From an optimization exercise on the open Yosys and OpenROAD flow, aimed at small area; shortcuts taken in it are not production practice. In this exercise RTL edits were held to simulation tests only and were not proved equivalent to the original.

==> flow/design.v, too long to show whole: its modules and the start of the top module <==
// module sample_fifo: 51 lines
// module stereo_matrix: 30 lines
// module deemphasis_iir: 60 lines
// module vol_booth8_mul: 848 lines
// module volume_gain: 61 lines
// module fm_stereo_top: 123 lines
module fm_stereo_top (
    input  wire logic                 clock,
    input  wire logic                 i_arst_n,
    input  wire logic                 i_mpx_wr,
    input  wire fm_pkg::stereo_pair_t i_mpx,
    output logic                      o_mpx_full,
    input  wire logic                 i_volume_wr,
    input  wire fm_pkg::sample_t      i_volume,
    input  wire logic                 i_left_rd,
    output fm_pkg::sample_t           o_left_data,
    output logic                      o_left_empty,
    input  wire logic                 i_right_rd,
    output fm_pkg::sample_t           o_right_data,
    output logic                      o_right_empty
);
  // ...
==> flow/run.sh <==
#!/bin/bash
# synth_recipe.tcl (not shown) runs the flow's synth.tcl, then flattens the netlist and writes it again
# the make line also repeats each setting of config.mk as NAME=value (left out here)
make -C /OpenROAD-flow-scripts/flow DESIGN_CONFIG=/design/flow/config.mk WORK_HOME=/design/flow/orfs CLKGATE_MAP_FILE= SYNTH_SCRIPT=/design/flow/synth_recipe.tcl finish
==> flow/config.mk <==
export PLATFORM = sky130hd
export DESIGN_NAME = fm_stereo_top
export DESIGN_NICKNAME = fm_stereo_top
export VERILOG_FILES = /design/flow/design.v
export SDC_FILE = /design/flow/constraint.sdc
export NUM_CORES = 4
export LEC_CHECK = 0
export CAP_MARGIN = 20
export CORE_MARGIN = 2
export CORE_UTILIZATION = 40
export SLEW_MARGIN = 20
==> flow/constraint.sdc <==
create_clock -name core_clock -period 9.0 [get_ports {clock}]
set_input_delay 1.8000 -clock core_clock [delete_from_list [all_inputs] [get_ports {clock}]]
set_output_delay 1.8000 -clock core_clock [all_outputs]
set_load 0.01 [all_outputs]
==> impl_metrics.csv, run 1 <==
group,metric,value,unit
outcome,status,"timing/DRC/antenna clean",
timing,tightest_slew,1105,ps
hold_path,hp-start,"u_stereo_matrix.o_out_pair[27]$_DFFE_PP_",
layout,n_fill_cell,22120,
place,hpwlAfterDp,180800,µm
global_routing,busiest_layer,"met2",
critical_path,reg2regPathDepth,31,
critical_path,path_class,"reg2reg",
place,placed_cell_area,104800,µm²
layout,regArea,48870,µm²
critical_path,arrival,9170,ps
place,preCtsSetupSlack,-119.3,ps
global_routing,gr-usage-met1,30.40,%
timing,rsz0062_at_grt,"false",
timing,fmax,116.9,MHz
timing,final.setup.worst_slack,443.0,ps
detailed_routing,maxUsedRoutingLayer,"met5",
clock_network,clockRootBuffer,"clkbuf_16",
layout,nFlopsAndLatches,1653,
place,dp_cells,11300,
clock_network,post_cts_buffers,0,
synthesis,synth_top_family_by_area,"compound AO/OA/AOI/OAI gates",
floorplanning,io_pins,169,
clock_network,cts_buffers,171,
global_routing,use_met3,3.404,%
layout,design_area,110500,µm²
critical_path,startpoint,"u_volume_gain.volume[1]$_DFFE_PN0P_",
synthesis,synth-compound-area-share,15.42,%
detailed_routing,first_iter_violations,8607,
synthesis,synthTopCellsByArea,"edfxtp_1, fa_1, ha_1, xnor2_1, dfrtp_1",
layout,utilization,45.01,%
layout,largest_class,"sequential cells",
hold_path,holdPathEnd,"u_deemphasis_iir.left_x1[5]$_DFFE_PN0P_",
timing,slew_violations,0,
layout,mostFrequentLayoutCell,"edfxtp_1",
==> module deemphasis_iir, before the edit <==
module deemphasis_iir (
    input  wire logic             clock,
    input  wire logic             i_arst_n,
    input  wire fm_pkg::dq_pair_t i_in_pair,
    input  wire logic             i_in_wr,
    output logic                  o_in_full,
    output fm_pkg::y_pair_t       o_out_pair,
    output logic                  o_out_wr,
    input  wire logic             i_out_full
);
    function automatic fm_pkg::y_t iir_step(
        input fm_pkg::dq_t x,
        input fm_pkg::dq_t x1,
        input fm_pkg::y_t  y1
    );
        logic [32-1:0] ny;
        logic [32-1:0] prod;
        fm_pkg::dq_t              fb;
        ny       = ~{{(32 - ((32 - 10) + 2)){y1[((32 - 10) + 2)-1]}}, y1};
        prod     = (ny << 9) + (ny << 7) + (ny << 4) + (ny << 3) + (ny << 1) +
                   -(-32'sd666);
        fb       = prod[32-1:10];
        iir_step = {{2{x[(32 - 10)-1]}}, x} + {{2{x1[(32 - 10)-1]}}, x1} +
                   {{2{fb[(32 - 10)-1]}}, fb};
    endfunction
    logic            valid_q;
    logic            accept;
    logic            drain;
    fm_pkg::dq_t left_x1;
    fm_pkg::y_t  left_y1;
    fm_pkg::dq_t right_x1;
    fm_pkg::y_t  right_y1;
    fm_pkg::y_t  left_y;
    fm_pkg::y_t  right_y;
    assign drain     = valid_q && !i_out_full;
    assign o_in_full = valid_q && i_out_full;
    assign accept    = i_in_wr && !o_in_full;
    assign left_y  = iir_step(i_in_pair.first, left_x1, left_y1);
    assign right_y = iir_step(i_in_pair.second, right_x1, right_y1);
    always_ff @(posedge clock or negedge i_arst_n) begin
        if (!i_arst_n) begin
            valid_q  <= 1'b0;
            left_x1  <= '0;
            left_y1  <= '0;
            right_x1 <= '0;
            right_y1 <= '0;
        end else if (accept) begin
            valid_q  <= 1'b1;
            left_x1  <= i_in_pair.first;
            left_y1  <= left_y;
            right_x1 <= i_in_pair.second;
            right_y1 <= right_y;
        end else if (drain) begin
            valid_q <= 1'b0;
        end
    end
    assign o_out_pair.first  = left_y1;
    assign o_out_pair.second = right_y1;
    assign o_out_wr = valid_q;
endmodule
==> run 2, diff against run 1 <==
--- a/flow/design.v
+++ b/flow/design.v
@@ -141,32 +141,43 @@
     logic            valid_q;
     logic            accept;
     logic            drain;
+    logic            hist_q;
     fm_pkg::dq_t left_x1;
     fm_pkg::y_t  left_y1;
     fm_pkg::dq_t right_x1;
     fm_pkg::y_t  right_y1;
+    fm_pkg::dq_t left_x1_h;
+    fm_pkg::y_t  left_y1_h;
+    fm_pkg::dq_t right_x1_h;
+    fm_pkg::y_t  right_y1_h;
     fm_pkg::y_t  left_y;
     fm_pkg::y_t  right_y;
     assign drain     = valid_q && !i_out_full;
     assign o_in_full = valid_q && i_out_full;
     assign accept    = i_in_wr && !o_in_full;
-    assign left_y  = iir_step(i_in_pair.first, left_x1, left_y1);
-    assign right_y = iir_step(i_in_pair.second, right_x1, right_y1);
+    assign left_x1_h  = left_x1 & {(32 - 10){hist_q}};
+    assign left_y1_h  = left_y1 & {((32 - 10) + 2){hist_q}};
+    assign right_x1_h = right_x1 & {(32 - 10){hist_q}};
+    assign right_y1_h = right_y1 & {((32 - 10) + 2){hist_q}};
+    assign left_y  = iir_step(i_in_pair.first, left_x1_h, left_y1_h);
+    assign right_y = iir_step(i_in_pair.second, right_x1_h, right_y1_h);
     always_ff @(posedge clock or negedge i_arst_n) begin
         if (!i_arst_n) begin
-            valid_q  <= 1'b0;
-            left_x1  <= '0;
-            left_y1  <= '0;
-            right_x1 <= '0;
-            right_y1 <= '0;
+            valid_q <= 1'b0;
+            hist_q  <= 1'b0;
         end else if (accept) begin
-            valid_q  <= 1'b1;
+            valid_q <= 1'b1;
+            hist_q  <= 1'b1;
+        end else if (drain) begin
+            valid_q <= 1'b0;
+        end
+    end
+    always_ff @(posedge clock) begin
+        if (accept) begin
             left_x1  <= i_in_pair.first;
             left_y1  <= left_y;
             right_x1 <= i_in_pair.second;
             right_y1 <= right_y;
-        end else if (drain) begin
-            valid_q <= 1'b0;
         end
     end
     assign o_out_pair.first  = left_y1;
--- a/flow/config.mk
+++ b/flow/config.mk
@@ -8,4 +8,6 @@
 export CAP_MARGIN = 20
 export CORE_MARGIN = 2
 export CORE_UTILIZATION = 40
+export CTS_CLUSTER_DIAMETER = 100
+export CTS_CLUSTER_SIZE = 22
 export SLEW_MARGIN = 20
==> impl_metrics.csv, run 2 <==
group,metric,value,unit
clock_network,clk_path_buf_depth,3,
critical_path,crit_buf_inv,3,
global_routing,grt_pass1_wl,420000,µm
hold_path,hp-start,"u_stereo_matrix.o_out_pair[40]$_DFFE_PP_",
global_routing,grtUsageTotal,22.02,%
layout,largest_reg_flops,704,
synthesis,ys_seq_area_share,50.21,%
timing,period_needed,8534,ps
layout,area_growth,9.190,%
clock_network,clockRootBuffer,"clkbuf_16",
layout,drive_above_1_share,9.543,%
timing,tightest_slew,1138,ps
detailed_routing,wl_per_cell,24.78,µm
layout,mostFrequentLayoutCell,"edfxtp_1",
layout,nets,9143,
hold_path,whs_path_depth,0,
synthesis,yosysTopAreaCellShare,48.53,%
clock_network,post_cts_resized,0,
synthesis,yosysWarnings,6,
timing,hold_viol,0,
place,hpwlAfterDp,180300,µm
outcome,status,"timing/DRC/antenna clean",
timing,period_share,94.82,%
detailed_routing,vias_per_cell,5.847,
floorplanning,fp.dieArea,249600,µm²
place,dp_cells,11220,
layout,instances_no_fill,11370,
clock_network,cts_tree,"done",
place,port_buffers,158,
timing,setup_viol,0,
layout,layout.cells.most_common_list,"edfxtp_1, inv_1, nand2_1",
clock_network,clock-sinks,1654,
floorplanning,io_pins,169,
floorplanning,chipWidth,499.6,µm
detailed_routing,ant_nets,0,
critical_path,reg2reg_from,"u_volume_gain.volume[1]$_DFFE_PN0P_",
critical_path,reg2regPathDepth,33,
clock_network,cts_buffers,93,
critical_path,rrSetupSlack,470,ps
synthesis,synthTopCellsByCount,"edfxtp_1, inv_1, nand2_1, ha_1, xnor2_1",
synthesis,ys_async_sr_fraction,3.990,%
critical_path,cp_slowest_stage_delay,530,ps
clock_network,path_clk_slew,90,ps
timing,fin_worst_skew,109.6,ps
floorplanning,start_util,40.33,%
floorplanning,placementRows,181,
critical_path,arrival,9040,ps
critical_path,critPathLaunchType,"flip-flop",
timing,hold_ws,442.0,ps
place,preCtsSetupSlack,-343.7,ps
critical_path,path_class,"reg2reg",
timing,rsz0062_at_grt,"false",
critical_path,crit_top_cell,"xnor2_1",
synthesis,synth_edf_count,1588,
synthesis,netlist_area,98260,µm²
synthesis,synth_cell_type_count,91,
clock_network,cts_htree_levels,3,
layout,n_fill_cell,22160,
global_routing,grt_pass1_vias,65850,
flow_run,maxCapViolations,0,
global_routing,antenna_found_initial,13,
critical_path,r2r-end,"u_volume_gain.o_right[21]$_DFFE_PP_",
detailed_routing,wl,281800,µm
detailed_routing,first_iter_violations,7690,
floorplanning,die_h,499.6,µm
detailed_routing,vias,66480,
global_routing,grt_start_max_net_pins,68,
timing,final.setup.worst_slack,465.9,ps
timing,fmax,117.2,MHz
critical_path,startpoint,"u_volume_gain.volume[1]$_DFFE_PN0P_",
detailed_routing,drcViolationCount,0,
clock_network,postCtsHoldBufs,0,
synthesis,synthTopCellsByArea,"edfxtp_1, fa_1, ha_1, xnor2_1, inv_1",
place,gp_congestion,0.9273,
clock_network,clock_latency,800,ps
critical_path,critPathMaxFanout,5,
synthesis,ys_ff_latch,1654,
timing,slew_violations,0,
critical_path,cpMaxStageDelayCell,"fa_1",
detailed_routing,dr.pass1.iters,17,
synthesis,synth_cells,8076,
synthesis,syn_area_per_cell,12.17,µm²
synthesis,yosysMostFrequentCell,"edfxtp_1",
layout,utilization,44.03,%
synthesis,synth_flop_cell,"edfxtp_1",
timing,max_slew_margin,23.59,%
critical_path,critPathCaptureType,"flip-flop",
floorplanning,core,243700,µm²
critical_path,required,9510,ps
hold_path,hold_path_class,"reg2reg",
timing,setup-tns-final,0,ps
global_routing,overflow,0,
critical_path,critical-path-top-delay-family,"XOR/XNOR gates",
clock_network,post_cts_buffers,0,
synthesis,yosysTopAreaCell,"edfxtp_1",
hold_path,holdPathEnd,"u_deemphasis_iir.left_x1[18]$_DFFE_PP_",
-- run 2: per-stage QoR --
step,area [µm²]
after global routing,107300
after global placement,104400
after CTS,107200
after floorplan,98290
final,107300
after detailed placement,104400
-- run 2: cell type report --
class	count	area [µm²]	area share [%]
Inverter	721	2706	2.522
Clock inverter	23	377.9	0.3522
Tap cell	3202	4006	3.734
Timing Repair Buffer	468	3921	3.655
Antenna cell	5	12.51	0.01166
Sequential cell	1654	49360	46.00
Multi-Input combinational cell	5176	44480	41.46
Clock buffer	121	2432	2.267
-- run 2: worst max-delay path by stage --
| stage | to | cells after the start |
|---|---|---|
| 2_1_floorplan | u_mpx_fifo.mem[0][21]$_DFFE_PP_ | 31 |
| 3_3_place_gp | u_mpx_fifo.mem[12][20]$_DFFE_PP_ | 27 |
| 3_5_place_dp | u_mpx_fifo.mem[0][20]$_DFFE_PP_ | 27 |
| 4_1_cts | u_mpx_fifo.mem[10][20]$_DFFE_PP_ | 27 |
| 5_1_grt | u_volume_gain.o_right[21]$_DFFE_PP_ | 33 |
| 6_report | u_volume_gain.o_right[21]$_DFFE_PP_ | 33 |
-- run 2: worst register-to-register path, delay by kind of cell (launching register included) --
kind,cells,cell delay [ps]
buf+inv,3,240
compound gates,4,1260
xor+xnor,14,3050
flops,1,430
fa+ha+maj,6,2540
simple gates,6,750
-- run 2: metal layers --
layer  vias to the layer above  track usage (%)  part of all wire [%]
met2                      2737            36.51                    47
met1                     33650            29.94                    42
met4                         0            6.210                   2.6
met3                       395            3.402                   8.0
li1                      29700                -                     -
met5                         -                0                     0
-- run 2: cells by family after synthesis --
kind of cell / Yosys count / share of synthesized area (%)
multiplexers: 215 / 2.459
flip-flops: 1654 / 50.21
adder cells (fa/ha/maj): 927 / 15.11
AO/OA/AOI/OAI: 1826 / 13.92
AND/OR/NAND/NOR: 1501 / 7.164
buffers and inverters: 1253 / 4.881
XOR/XNOR: 699 / 6.253
other: 1 / 0.003816
==> run 3, diff against run 2 <==
--- a/flow/config.mk
+++ b/flow/config.mk
@@ -7,7 +7,7 @@
 export LEC_CHECK = 0
 export CAP_MARGIN = 20
 export CORE_MARGIN = 2
-export CORE_UTILIZATION = 40
+export CORE_UTILIZATION = 60
 export CTS_CLUSTER_DIAMETER = 100
 export CTS_CLUSTER_SIZE = 22
 export SLEW_MARGIN = 20
==> impl_metrics.csv, run 3 <==
group,metric,value,unit
outcome,status,"timing/DRC/antenna clean",
timing,hold_ws,453.9,ps
clock_network,clock-sinks,1654,
timing,tightest_slew,1168,ps
detailed_routing,drcViolationCount,0,
floorplanning,core,162800,µm²
synthesis,netlist_area,98260,µm²
layout,area_growth,7.099,%
clock_network,cts_buffers,88,
detailed_routing,wl,272300,µm
layout,layout.cells.most_common_list,"edfxtp_1, inv_1, nand2_1",
floorplanning,chipWidth,408.7,µm
timing,period_needed,8529,ps
clock_network,clk_path_buf_depth,3,
timing,final.setup.worst_slack,470.6,ps
clock_network,post_cts_buffers,0,
synthesis,synthTopCellsByCount,"edfxtp_1, inv_1, nand2_1, ha_1, xnor2_1",
floorplanning,die_h,408.7,µm
synthesis,ys_async_sr_fraction,3.990,%
synthesis,yosysMostFrequentCell,"edfxtp_1",
global_routing,grtUsageTotal,32.42,%
detailed_routing,vias,66260,
global_routing,grt_pass1_vias,65350,
detailed_routing,first_iter_violations,8031,
place,gp_congestion,0.9406,
critical_path,cp_slowest_stage_delay,920,ps
global_routing,antenna_found_initial,10,
synthesis,synthTopCellsByArea,"edfxtp_1, fa_1, ha_1, xnor2_1, inv_1",
floorplanning,start_util,60.37,%
layout,nets,9075,
synthesis,ys_seq_area_share,50.21,%
floorplanning,placementRows,148,
detailed_routing,wl_per_cell,26.51,µm
timing,slew_violations,0,
clock_network,postCtsHoldBufs,0,
timing,hold_viol,0,
synthesis,synth_edf_count,1588,
synthesis,synth_cell_type_count,91,
clock_network,path_clk_slew,90,ps
critical_path,critPathMaxFanout,7,
synthesis,yosysWarnings,6,
layout,drive_above_1_share,8.551,%
hold_path,hold_path_class,"reg2reg",
flow_run,maxCapViolations,0,
critical_path,cpMaxStageDelayCell,"xnor2_1",
place,hpwlAfterDp,175100,µm
synthesis,yosysTopAreaCellShare,48.53,%
critical_path,critPathLaunchType,"flip-flop",
clock_network,cts_tree,"done",
timing,fin_worst_skew,42.45,ps
clock_network,clock_latency,760,ps
timing,rsz0062_at_grt,"false",
detailed_routing,ant_nets,0,
critical_path,required,9500,ps
layout,utilization,64.66,%
layout,instances_no_fill,10270,
floorplanning,io_pins,169,
critical_path,path_class,"reg2reg",
clock_network,post_cts_resized,0,
synthesis,ys_ff_latch,1654,
synthesis,syn_area_per_cell,12.17,µm²
place,port_buffers,158,
critical_path,critPathCaptureType,"flip-flop",
layout,mostFrequentLayoutCell,"edfxtp_1",
global_routing,grt_pass1_wl,409200,µm
timing,fmax,117.2,MHz
clock_network,cts_htree_levels,3,
layout,largest_reg_flops,704,
timing,max_slew_margin,21.57,%
synthesis,synth_flop_cell,"edfxtp_1",
timing,setup_viol,0,
clock_network,clockRootBuffer,"clkbuf_16",
layout,n_fill_cell,12510,
synthesis,yosysTopAreaCell,"edfxtp_1",
global_routing,grt_start_max_net_pins,89,
synthesis,synth_cells,8076,
detailed_routing,vias_per_cell,6.452,
timing,period_share,94.77,%
critical_path,arrival,9030,ps
floorplanning,fp.dieArea,167000,µm²
place,dp_cells,10130,
place,preCtsSetupSlack,-280.1,ps
detailed_routing,dr.pass1.iters,15,
global_routing,overflow,0,
## run 3: critical path: cells and delay by family (launching register included)
kind,cells,cell delay (ps)
buf+inv,3,150
simple gates,5,950
xor+xnor,4,1770
fa+ha+maj,6,2620
compound gates,11,2100
flops,1,690
## run 3: final cells by class
type	count	area, µm²	area share [%]
Timing Repair Buffer	405	3428	3.258
Clock inverter	13	227.7	0.2164
Clock buffer	124	2359	2.241
Sequential cell	1654	49360	46.90
Antenna cell	1	2.502	0.002378
Tap cell	2175	2721	2.586
Inverter	721	2706	2.572
Multi-Input combinational cell	5176	44440	42.23
## run 3: worst paths after layout
check,from,to,slack (ps),cells past startpoint
min in group asynchronous,i_arst_n,u_left_fifo.wr_ptr[4]$_DFFE_PN0P_,910,1
hold / removal,u_stereo_matrix.o_out_pair[32]$_DFFE_PP_,u_deemphasis_iir.left_x1[10]$_DFFE_PP_,450,0
setup reg to reg,u_volume_gain.volume[10]$_DFFE_PN1P_,u_volume_gain.o_left[21]$_DFFE_PP_,470,29
hold reg to reg,u_stereo_matrix.o_out_pair[32]$_DFFE_PP_,u_deemphasis_iir.left_x1[10]$_DFFE_PP_,450,0
max in group asynchronous,i_arst_n,u_mpx_fifo.rd_ptr[3]$_DFFE_PN0P_,6950,2
setup / recovery,u_volume_gain.volume[10]$_DFFE_PN1P_,u_volume_gain.o_left[21]$_DFFE_PP_,470,29
## run 3: kinds of logic after synthesis
group           count (synthesis)  synth area share, %
compound gates               1826                13.92
flops                        1654                50.21
simple gates                 1501                7.164
buf+inv                      1253                4.881
fa+ha+maj                     927                15.11
xor+xnor                      699                6.253
mux                           215                2.459
other cells                     1             0.003816
## run 3: stage by stage
step	cell area (µm²)	setup TNS [ps]
floorplan	98290	0
global placement	102600	-1913
detailed placement	102600	-4479
CTS	105200	0
global route	105200	0
finish	105200	0
## run 3: metal layers
layer | track usage (%) | share of wire [%] | vias to the layer above | wire (µm)
met5 | 0 | 0.034 | - | 92
met1 | 42.87 | 39 | 32900 | 106500
met2 | 54.44 | 48 | 3201 | 130900
met4 | 13.20 | 4.7 | 8 | 12700
met3 | 4.149 | 8.1 | 632 | 22130
li1 | - | - | 29520 | -
==> run 4, diff against run 3 <==
--- a/flow/config.mk
+++ b/flow/config.mk
@@ -7,7 +7,7 @@
 export LEC_CHECK = 0
 export CAP_MARGIN = 20
 export CORE_MARGIN = 2
-export CORE_UTILIZATION = 60
+export CORE_UTILIZATION = 50
 export CTS_CLUSTER_DIAMETER = 100
 export CTS_CLUSTER_SIZE = 22
 export SLEW_MARGIN = 20
==> impl_metrics.csv, run 4 <==
group,metric,value,unit
outcome,status,"timing/DRC/antenna clean",
clock_network,postCtsHoldBufs,0,
critical_path,critPathLaunchType,"flip-flop",
global_routing,antenna_found_initial,6,
detailed_routing,drcViolationCount,0,
floorplanning,core,195200,µm²
detailed_routing,dr.pass1.iters,14,
critical_path,cpMaxStageDelayCell,"xnor2_1",
clock_network,cts_buffers,93,
timing,max_slew_margin,20.75,%
synthesis,yosysMostFrequentCell,"edfxtp_1",
floorplanning,placementRows,162,
timing,slew_violations,0,
critical_path,cp_slowest_stage_delay,920,ps
critical_path,arrival,9020,ps
global_routing,overflow,0,
clock_network,cts_tree,"done",
critical_path,critPathCaptureType,"flip-flop",
critical_path,startpoint,"u_volume_gain.volume[1]$_DFFE_PN0P_",
synthesis,synthTopCellsByCount,"edfxtp_1, inv_1, nand2_1, ha_1, xnor2_1",
clock_network,post_cts_resized,0,
synthesis,synth_edf_count,1588,
synthesis,synth_cells,8076,
layout,mostFrequentLayoutCell,"edfxtp_1",
critical_path,path_class,"reg2reg",
critical_path,critPathMaxFanout,6,
timing,period_needed,8494,ps
synthesis,synth_cell_type_count,91,
synthesis,ys_ff_latch,1654,
synthesis,yosysTopAreaCell,"edfxtp_1",
global_routing,grt_pass1_wl,413200,µm
global_routing,grt_start_max_net_pins,91,
synthesis,synth_flop_cell,"edfxtp_1",
clock_network,cts_htree_levels,3,
floorplanning,fp.dieArea,200100,µm²
layout,nets,9094,
critical_path,reg2reg_from,"u_volume_gain.volume[1]$_DFFE_PN0P_",
synthesis,ys_async_sr_fraction,3.990,%
synthesis,syn_area_per_cell,12.17,µm²
timing,final.setup.worst_slack,506.4,ps
clock_network,clk_path_buf_depth,3,
floorplanning,io_pins,169,
global_routing,grtUsageTotal,27.43,%
detailed_routing,vias_per_cell,6.136,
detailed_routing,wl_per_cell,25.74,µm
hold_path,hp-start,"u_stereo_matrix.o_out_pair[22]$_DFFE_PP_",
clock_network,clock_latency,770,ps
layout,drive_above_1_share,9.021,%
timing,period_share,94.37,%
hold_path,hold_path_class,"reg2reg",
critical_path,required,9530,ps
clock_network,path_clk_slew,90,ps
synthesis,yosysTopAreaCellShare,48.53,%
floorplanning,chipWidth,447.3,µm
floorplanning,die_h,447.3,µm
synthesis,netlist_area,98260,µm²
detailed_routing,first_iter_violations,7759,
layout,largest_reg_flops,704,
clock_network,clock-sinks,1654,
layout,area_growth,8.013,%
synthesis,ys_seq_area_share,50.21,%
place,preCtsSetupSlack,-217.7,ps
detailed_routing,ant_nets,0,
timing,fin_worst_skew,45.01,ps
timing,hold_viol,0,
place,gp_congestion,0.9060,
detailed_routing,vias,65850,
clock_network,post_cts_buffers,0,
synthesis,yosysWarnings,6,
detailed_routing,wl,276200,µm
timing,tightest_slew,1189,ps
floorplanning,start_util,50.34,%
synthesis,synthTopCellsByArea,"edfxtp_1, fa_1, ha_1, xnor2_1, inv_1",
clock_network,clockRootBuffer,"clkbuf_16",
layout,layout.cells.most_common_list,"edfxtp_1, inv_1, nand2_1",
timing,rsz0062_at_grt,"false",
timing,fmax,117.7,MHz
global_routing,grt_pass1_vias,64870,
flow_run,maxCapViolations,0,
place,hpwlAfterDp,177200,µm
timing,setup_viol,0,
place,port_buffers,158,
[run 4: cell counts after synthesis]
No cell type changed its count.
[run 4: cells by family (layout without fill, tap and decap cells)]
logic type / after synthesis / after routing / share of synthesized area, %
flops: 1654 / 1654 / 50.21
simple gates: 1501 / 1501 / 7.164
other cells: 1 / 12 / 0.003816
compound gates: 1826 / 1826 / 13.92
mux: 215 / 215 / 2.459
fa+ha+maj: 927 / 927 / 15.11
xor+xnor: 699 / 699 / 6.253
buf+inv: 1253 / 1273 / 4.881
[run 4: critical path, delay by kind of cell (launching register included)]
kind            cells  cell delay [ps]
flops               1              410
simple gates        4              650
fa+ha+maj           6             2720
compound gates     11             2240
buf+inv             5              780
xor+xnor            4             1430
[run 4: path summary, 6_finish.rpt]
check / to / slack [ps] / cells past startpoint
min in group asynchronous: u_left_fifo.wr_ptr[4]$_DFFE_PN0P_ / 1010 / 1
hold reg to reg: u_deemphasis_iir.left_x1[0]$_DFFE_PP_ / 440 / 0
max in group asynchronous: u_deemphasis_iir.hist_q$_DFFE_PN0P_ / 6860 / 2
setup / recovery: u_volume_gain.o_left[21]$_DFFE_PP_ / 510 / 30
hold / removal: u_deemphasis_iir.left_x1[0]$_DFFE_PP_ / 440 / 0
setup reg to reg: u_volume_gain.o_left[21]$_DFFE_PP_ / 510 / 30
[run 4: cell type report]
class | instances | area [µm²]
Antenna cell | 4 | 10.01
Clock buffer | 112 | 2420
Clock inverter | 21 | 312.8
Fill cell | 16360 | 89060
Inverter | 721 | 2706
Multi-Input combinational cell | 5176 | 44480
Sequential cell | 1654 | 49360
Tap cell | 2624 | 3283
Timing Repair Buffer | 419 | 3571
[run 4: stage by stage]
step	hold slack, ps	std cells	instance area [µm²]	util, %	TNS, ps
after global routing	453.5	10730	106100	54.37	0
final	441.6	10730	106100	54.38	0
after CTS	426.9	10730	106100	54.35	0
after floorplan	433.4	8083	98290	-	0
after global placement	442.6	10590	103300	52.95	-2173
after detailed placement	449.0	10590	103400	52.95	-3479
[run 4: per-layer routing]
| layer | vias up | routed length, µm | GRT usage [%] |
|---|---|---|---|
| met5 | - | 0 | 0 |
| met4 | 0 | 7386 | 7.314 |
| met3 | 323 | 22180 | 3.820 |
| met2 | 2655 | 130400 | 45.01 |
| met1 | 33290 | 116200 | 38.37 |
| li1 | 29580 | - | - |

-- re-timing with driven ports --
No port has a modelled driver above. Below, the same layouts with a new extraction and two added sets of constraints.
Step 1 assumes that a clkbuf_16 drives the clock port and a buf_2 every other input.
Step 2 also shifts input and output timing later by t, the mid clock arrival at the registers, as if the neighbouring blocks saw the same clock.
Three values: no drivers, after step 1, after step 2; two values: the first two.
run | shift t [ns] | setup WS [ns] | latest minus earliest clock arrival (ns) | worst slew at a driven data input, ns
run 1 | 0.933 | 0.443 / 0.443 / -0.223 | 0.109 / 0.110 | 0.11
run 2 | 0.836 | 0.466 / 0.466 / -0.111 | 0.111 / 0.111 | 0.20
run 3 | 0.828 | 0.471 / 0.471 / -0.132 | 0.054 / 0.054 | 0.15
run 4 | 0.830 | 0.506 / 0.506 / -0.089 | 0.052 / 0.052 | 0.29
Met with ideal ports but missed after step 2: setup timing in every run listed. The setup slack of run 1, which loses most, moves by 0.000 ns with the drivers and by -0.666 ns with both steps.
